Source: an optimization exercise on an open RTL-to-GDS flow (aim: small area and a short achievable clock period). Production flows keep margins and buffers that such runs may drop.
Only simulation tests tie the RTL to the original design; equivalence was not proved.
Power figures rest on the tool's default switching activity, not on a simulated workload.

==> flow/design.v <==
package swm_pkg;
    localparam int WINDOW_MAX_DEF   = 64;
    localparam int SAMPLE_WIDTH_DEF = 16;
    localparam int CFG_W            = 7;
    localparam logic [CFG_W-1:0] WINDOW_RESET = CFG_W'(1);
endpackage
module swm_cell #(
    parameter int SAMPLE_WIDTH = swm_pkg::SAMPLE_WIDTH_DEF,
    parameter int AGE_W        = 7
) (
    input  logic                           i_clk,
    input  logic                           i_rst_n,
    input  logic                           i_head,
    input  logic                           i_ctl_advance,  
    input  logic                           i_ctl_drop,     
    input  logic                           i_ctl_flush,    
    input  logic                           i_ctl_clear,    
    input  logic signed [SAMPLE_WIDTH-1:0] i_sample,
    input  logic                           i_prev_keep,    
    input  logic                           i_up_keep,      
    input  logic signed [SAMPLE_WIDTH-1:0] i_up_value,
    input  logic        [AGE_W-1:0]        i_up_age,
    output logic                           o_valid,        
    output logic                           o_keep,         
    output logic signed [SAMPLE_WIDTH-1:0] o_value,
    output logic        [AGE_W-1:0]        o_age,
    output logic signed [SAMPLE_WIDTH-1:0] o_next_value
);
    logic                           r_valid;
    logic                           n_valid;
    logic signed [SAMPLE_WIDTH-1:0] r_value;
    logic signed [SAMPLE_WIDTH-1:0] n_value;
    logic        [AGE_W-1:0]        r_age;
    logic        [AGE_W-1:0]        n_age;
    logic                           kill;
    logic                           keep_raw;
    logic                           src_keep;
    logic signed [SAMPLE_WIDTH-1:0] src_value;
    logic        [AGE_W-1:0]        src_age;
    logic                           prev_ok;
    always_comb begin
        kill      = (r_value <= i_sample);
        keep_raw  = r_valid && !kill && !i_ctl_flush;
        src_keep  = i_ctl_drop ? i_up_keep  : keep_raw;
        src_value = i_ctl_drop ? i_up_value : r_value;
        src_age   = i_ctl_drop ? i_up_age   : r_age;
        prev_ok   = i_head || (i_ctl_drop ? keep_raw : i_prev_keep);
        n_valid = r_valid;
        n_value = r_value;
        n_age   = r_age;
        if (i_ctl_clear) begin
            n_valid = 1'b0;
        end else if (i_ctl_advance) begin
            n_valid = src_keep || prev_ok;
            if (src_keep) begin
                n_value = src_value;
                n_age   = (src_age == '1) ? src_age : src_age + 1'b1;
            end else begin
                n_value = i_sample;
                n_age   = AGE_W'(1);
            end
        end
    end
    always_ff @(posedge i_clk) begin
        if (!i_rst_n) begin
            r_valid <= 1'b0;
        end else begin
            r_valid <= n_valid;
        end
    end
    always_ff @(posedge i_clk) begin
        r_value <= n_value;
        r_age   <= n_age;
    end
    assign o_valid      = r_valid;
    assign o_keep       = keep_raw;
    assign o_value      = r_value;
    assign o_age        = r_age;
    assign o_next_value = n_value;
endmodule
module sliding_window_maximum_core #(
    parameter int WINDOW_MAX   = swm_pkg::WINDOW_MAX_DEF,
    parameter int SAMPLE_WIDTH = swm_pkg::SAMPLE_WIDTH_DEF,
    parameter int TDATA_W      = ((SAMPLE_WIDTH + 7) / 8) * 8
) (
    input  logic                      i_clk,
    input  logic                      i_rst_n,
    input  logic                      i_s_tvalid,
    output logic                      o_s_tready,
    input  logic [TDATA_W-1:0]        i_s_tdata,    
    input  logic                      i_s_tuser,    
    output logic                      o_m_tvalid,
    input  logic                      i_m_tready,
    output logic [TDATA_W-1:0]        o_m_tdata,    
    input  logic                      i_cfg_we,
    input  logic [swm_pkg::CFG_W-1:0] i_cfg_wdata
);
    localparam int AGE_W = $clog2(WINDOW_MAX + 1);
    logic [swm_pkg::CFG_W-1:0]      r_window;
    logic [AGE_W-1:0]               r_fill;
    logic [AGE_W-1:0]               n_fill;
    logic                           r_out_valid;
    logic signed [SAMPLE_WIDTH-1:0] r_out;
    logic                           accept;
    logic [AGE_W-1:0]               win_k;
    logic [AGE_W-1:0]               fill_base;
    logic                           emit;
    logic signed [SAMPLE_WIDTH-1:0] sample;
    logic                           ctl_advance;
    logic                           ctl_drop;
    logic                           ctl_flush;
    logic                           ctl_clear;
    logic [WINDOW_MAX-1:0]                  link_valid;
    logic [WINDOW_MAX-1:0]                  link_keep;
    logic [WINDOW_MAX-1:0][SAMPLE_WIDTH-1:0] value;
    logic [WINDOW_MAX-1:0][AGE_W-1:0]        age;
    logic [WINDOW_MAX-1:0][SAMPLE_WIDTH-1:0] next_value;
    assign o_s_tready = !r_out_valid || i_m_tready;
    assign accept     = i_s_tvalid && o_s_tready;
    assign sample     = $signed(i_s_tdata[SAMPLE_WIDTH-1:0]);
    always_comb begin
        if (r_window == '0) begin
            win_k = AGE_W'(1);
        end else if (32'(r_window) > 32'(WINDOW_MAX)) begin
            win_k = AGE_W'(WINDOW_MAX);
        end else begin
            win_k = AGE_W'(r_window);
        end
    end
    always_comb begin
        ctl_clear   = i_cfg_we;
        ctl_advance = accept && !i_cfg_we;
        ctl_flush   = i_s_tuser;
        ctl_drop    = accept && !i_cfg_we && !i_s_tuser && link_valid[0] && (age[0] >= win_k);
        fill_base = i_s_tuser ? '0 : r_fill;
        n_fill    = (32'(fill_base) < 32'(WINDOW_MAX)) ? fill_base + 1'b1 : fill_base;
        emit      = (n_fill >= win_k);
    end
    genvar gi;
    generate
        for (gi = 0; gi < WINDOW_MAX; gi++) begin : g_cell
            logic                           prev_keep;
            logic                           up_keep;
            logic signed [SAMPLE_WIDTH-1:0] up_value;
            logic        [AGE_W-1:0]        up_age;
            if (gi == 0) begin : g_head
                assign prev_keep = 1'b0;
            end else begin : g_body
                assign prev_keep = link_keep[gi-1];
            end
            if (gi == WINDOW_MAX - 1) begin : g_tail
                assign up_keep  = 1'b0;
                assign up_value = '0;
                assign up_age   = '0;
            end else begin : g_inner
                assign up_keep  = link_keep[gi+1];
                assign up_value = value[gi+1];
                assign up_age   = age[gi+1];
            end
            swm_cell #(
                .SAMPLE_WIDTH (SAMPLE_WIDTH),
                .AGE_W        (AGE_W)
            ) u_cell (
                .i_clk        (i_clk),
                .i_rst_n      (i_rst_n),
                .i_head       (gi == 0),
                .i_ctl_advance(ctl_advance),
                .i_ctl_drop   (ctl_drop),
                .i_ctl_flush  (ctl_flush),
                .i_ctl_clear  (ctl_clear),
                .i_sample     (sample),
                .i_prev_keep  (prev_keep),
                .i_up_keep    (up_keep),
                .i_up_value   (up_value),
                .i_up_age     (up_age),
                .o_valid      (link_valid[gi]),
                .o_keep       (link_keep[gi]),
                .o_value      (value[gi]),
                .o_age        (age[gi]),
                .o_next_value (next_value[gi])
            );
        end
    endgenerate
    always_ff @(posedge i_clk) begin
        if (!i_rst_n) begin
            r_window    <= swm_pkg::WINDOW_RESET;
            r_fill      <= '0;
            r_out_valid <= 1'b0;
        end else begin
            if (i_cfg_we) begin
                r_window <= i_cfg_wdata;
                r_fill   <= '0;
            end else if (accept) begin
                r_fill <= n_fill;
            end
            if (ctl_advance && emit) begin
                r_out_valid <= 1'b1;
            end else if (i_m_tready) begin
                r_out_valid <= 1'b0;
            end
        end
    end
    always_ff @(posedge i_clk) begin
        if (ctl_advance && emit) begin
            r_out <= next_value[0];
        end
    end
    assign o_m_tvalid = r_out_valid;
    assign o_m_tdata  = TDATA_W'($unsigned(r_out));
endmodule
==> flow/run.sh <==
#!/bin/bash
# synth_recipe.tcl (not shown) runs the flow's synth.tcl, then flattens the netlist and writes it again
# the make line also repeats each setting of config.mk as NAME=value (left out here)
make -C /OpenROAD-flow-scripts/flow DESIGN_CONFIG=/design/flow/config.mk WORK_HOME=/design/flow/orfs CLKGATE_MAP_FILE= SYNTH_SCRIPT=/design/flow/synth_recipe.tcl finish
==> flow/config.mk <==
export PLATFORM = sky130hd
export DESIGN_NAME = sliding_window_maximum_core
export DESIGN_NICKNAME = sliding_window_maximum_core
export VERILOG_FILES = /design/flow/design.v
export SDC_FILE = /design/flow/constraint.sdc
export NUM_CORES = 4
export LEC_CHECK = 0
export CAP_MARGIN = 20
export CORE_MARGIN = 2
export CORE_UTILIZATION = 40
export SLEW_MARGIN = 20
==> flow/constraint.sdc <==
create_clock -name core_clock -period 5.0 [get_ports {i_clk}]
set_input_delay 1.0000 -clock core_clock [delete_from_list [all_inputs] [get_ports {i_clk}]]
set_output_delay 1.0000 -clock core_clock [all_outputs]
set_load 0.01 [all_outputs]
==> results.cfg <==
[route]
drt-wirelength-per-cell_um = 24.4
wirelength_um = 319000
post_drt_via_cell_ratio = 6.08
dr.pass1.iters = 10
wl_met1_um = 138000
top_layer_used = met5
vias = 79407
final_antenna_net_count = 0
route.met3.wl_um = 24400
route.met2.wl_um = 145000
drc = 0
drt_iter0_markers = 7499

[yosys]
netlist_top_cells_area = edfxtp_1, ha_1, mux2_2
post-synth-top-area-cell = edfxtp_1
yosysUniqueCellTypes = 107
synth_edf_count = 1472
ys.flop_type = edfxtp_1
synth-seq-area-share_pct = 44.4
syn_area_um2 = 104000
async_flop_share_pct = 0
yosys_warnings = 2
yosysTopAreaCellShare_pct = 42.5
ys_ff_latch = 1567
syn-num-nets = 10481
syn_inst = 9349
synth.avg_cell_area_um2 = 11.1
synth_common_cells = edfxtp_1, ha_1, mux2_2, nand2_1, nor2_1
yosysMostFrequentCell = edfxtp_1

[global_route]
track_usage_pct = 23.5
grt_max_degree = 142
grt_pass1_wl_um = 482000
first_global_vias = 79299
grt_antenna_before_repair = 12
overflow = 0

[die]
die_y_um = 514
start_util_pct = 40.1
floorplan.die.width_um = 514
die_area_um2 = 264000
io_pins = 47
rows = 187
core_region_area_um2 = 259000

[clock_network]
insertion_delay_ns = 0.87
cts_buffer_depth = 3
clock-root-buffer = clkbuf_16
cts_setup_buffers = 0
cts_resized = 0
cts-hold-fix-buffers = 0
cts_tree = yes
clkTransAtPathRegs_ns = 0.06
htreeDepth = 4
numCtsBuffers = 184
cts_num_sinks = 1567

[placement]
dp_hpwl_um = 216000
routabilityCongestion = 0.898
portBuffers = 46
preCtsSetupSlack_ns = 0.0255

[layout]
drive_above_1_share_pct = 18.7
nNetsFinal = 10633
fin_util_pct = 44.9
syn_to_final_growth_pct = 12.0

[setup_path]
cp_top_family = simple AND/OR/NAND/NOR gates
crit_type = reg2reg
r2r_start = r_window[2]
rr_endpoint = g_cell[33].u_cell.r_value[15]
cp-start-kind = flip-flop
rr_worst_depth = 14
reg2reg_slack_ns = 0.55
cp.required_ns = 5.61
critical-path-max-stage-delay_ns = 0.72
cp-end-kind = flip-flop
critPathBufInv = 3
critPathSlowestCell = a2111oi_4
path_max_fanout = 46
cp_data_arrival_time_ns = 5.06
path_cells = nor3_1 > a21oi_1 > nor2_1 > ha_1 > nand2b_4 > a2111oi_4 > o21ai_4 > nand2_8 > buf_12 > buf_4 > nor2_1 > nor2_2 > buf_4 > mux2_2

[timing]
max_slew_margin_pct = 21.2
tightest_slew_ns = 1.18
final-setup-viol-count = 0
post-route-min-period_ns = 4.45
period_share_pct = 89.1
fin_worst_skew_ns = 0.0300
finalHoldViolCount = 0
setup_ws_ns = 0.546
maxSlewViolCount = 0
rsz0062_at_grt = no
clock.fmax_mhz = 225
setup-tns-final_ns = 0

[min_path]
worstHoldPathCells = 2
hold_class = reg2reg
hold_path_end = r_fill[4]
worstHoldStart = r_fill[4]

[power_and_ir_drop]
leakage_nw = 44.5
p_per_area_nw_per_um2 = 289
vdd_drop_max_uv = 302

[run_status]
status = finished clean

[run]
cap_violations = 0
kinds of logic (layout without fill, tap and decap cells):
logic type / after synthesis / after routing / synth area share [%]
multiplexers: 1276 / 1276 / 13.5
flip-flops: 1567 / 1567 / 44.4
AO/OA/AOI/OAI: 1701 / 1701 / 10.6
adder cells (fa/ha/maj): 1103 / 1103 / 13.3
XOR/XNOR: 271 / 271 / 2.28
buffers and inverters: 635 / 949 / 2.77
AND/OR/NAND/NOR: 2796 / 2796 / 13.2
other: 0 / 4 / 0
per-layer routing:
| layer | up-vias | global-route usage, % |
|---|---|---|
| met4 | 2 | 8.54 |
| met2 | 3101 | 37.6 |
| li1 | 36313 | - |
| met5 | - | 0 |
| met1 | 39281 | 32.0 |
| met3 | 710 | 3.85 |
registers in the layout, indices dropped and copies added, names as in the netlist:
| name | count |
|---|---|
| r_out | 16 |
| r_out_valid | 1 |
| g_cell.u_cell.r_age | 448 |
| g_cell.u_cell.r_valid | 64 |
| g_cell.u_cell.r_value | 1024 |
| r_window | 7 |
| r_fill | 7 |
worst reg2reg max path, stage by stage (launching register included):
cell	delay (ns)
dfxtp_1	0.34
nor3_1	0.19
a21oi_1	0.09
nor2_1	0.15
ha_1	0.26
nand2b_4	0.16
a2111oi_4	0.72
o21ai_4	0.19
nand2_8	0.26
buf_12	0.35
buf_4	0.38
nor2_1	0.18
nor2_2	0.19
buf_4	0.34
mux2_2	0.40
placed cells by master (no fill, tap or decap), drive strengths merged, types with 45 or more instances in the layout:
master / count
a211oi: 101
a21o: 71
a21oi: 505
a311oi: 98
a31oi: 141
and2: 51
and3: 149
buf: 403
clkbuf: 255
clkinv: 66
dfxtp: 95
edfxtp: 1472
ha: 1103
inv: 169
mux2: 989
mux2i: 286
nand2: 813
nand3: 264
nand4: 309
nor2: 578
nor2b: 85
nor3: 279
o211ai: 78
o21ai: 401
or2: 45
xnor2: 167
xor2: 104
worst max-delay path by stage:
stage	start	slack, ns	to	cells after the start
after global placement	i_m_tready	0.04	g_cell[47].u_cell.r_age[0]	14
after CTS	r_window[1]	0.60	g_cell[15].u_cell.r_value[6]	12
final	r_window[2]	0.55	g_cell[33].u_cell.r_value[15]	14
after detailed placement	i_m_tready	0.03	g_cell[54].u_cell.r_age[0]	14
after floorplan	i_s_tdata[11]	0.03	g_cell[20].u_cell.r_value[0]	10
after global routing	r_window[1]	0.23	g_cell[54].u_cell.r_age[0]	17
final cells by class:
type                            count  area, um^2
Fill cell                       23485      143000
Multi-Input combinational cell   7147       55000
Clock buffer                      255        5090
Clock inverter                     93         972
Timing Repair Buffer              432        4180
Sequential cell                  1567       46100
Inverter                          169         692
Antenna cell                        4        10.0
Tap cell                         3402        4260
stage by stage:
step           total power [mW]  hold WS [ns]  instance area, um^2  std cells
2_1_floorplan              18.4         0.432               104000       9349
3_3_place_gp               19.8         0.469               110000      12717
3_5_place_dp               20.0         0.476               110000      12717
4_1_cts                    33.7         0.485               116000      13065
5_1_grt                    34.7         0.501               116000      13067
6_report                   33.6         0.484               116000      13069
report_power, final:
part / switching, mW / internal, mW / leakage [nW]
registers: 0.475 / 15.1 / 14.5
clock network: 5.81 / 7.95 / 2.96
logic: 2.61 / 1.69 / 27.0

==> re-timing with driven ports <==
How much do the figures lean on ideal ports? The routed layout below was timed once more, with nothing changed but the port constraints.
Step 1: set_driving_cell puts a clkbuf_16 on i_clk and a buf_2 on each other input, an assumption about the parent block.
Step 2 moves the port delays by t, midway between the first and last clock arrival at a register: inputs arrive t later, outputs are due t later. That takes back most of the time a late clock gives input paths.
Three values: ideal, step 1, step 2; two values: the first two.
t, ns: 0.959
slack for setup (ns): 0.546 / 0.546 / -0.065
worst setup path at the end: input to register
slew at the worst register clock pin (ns): 0.07 / 0.07
With both steps, setup timing fails in this run, where it was met with ideal ports. The setup slack of this run moves by 0.000 ns with the drivers and by -0.611 ns with both steps.
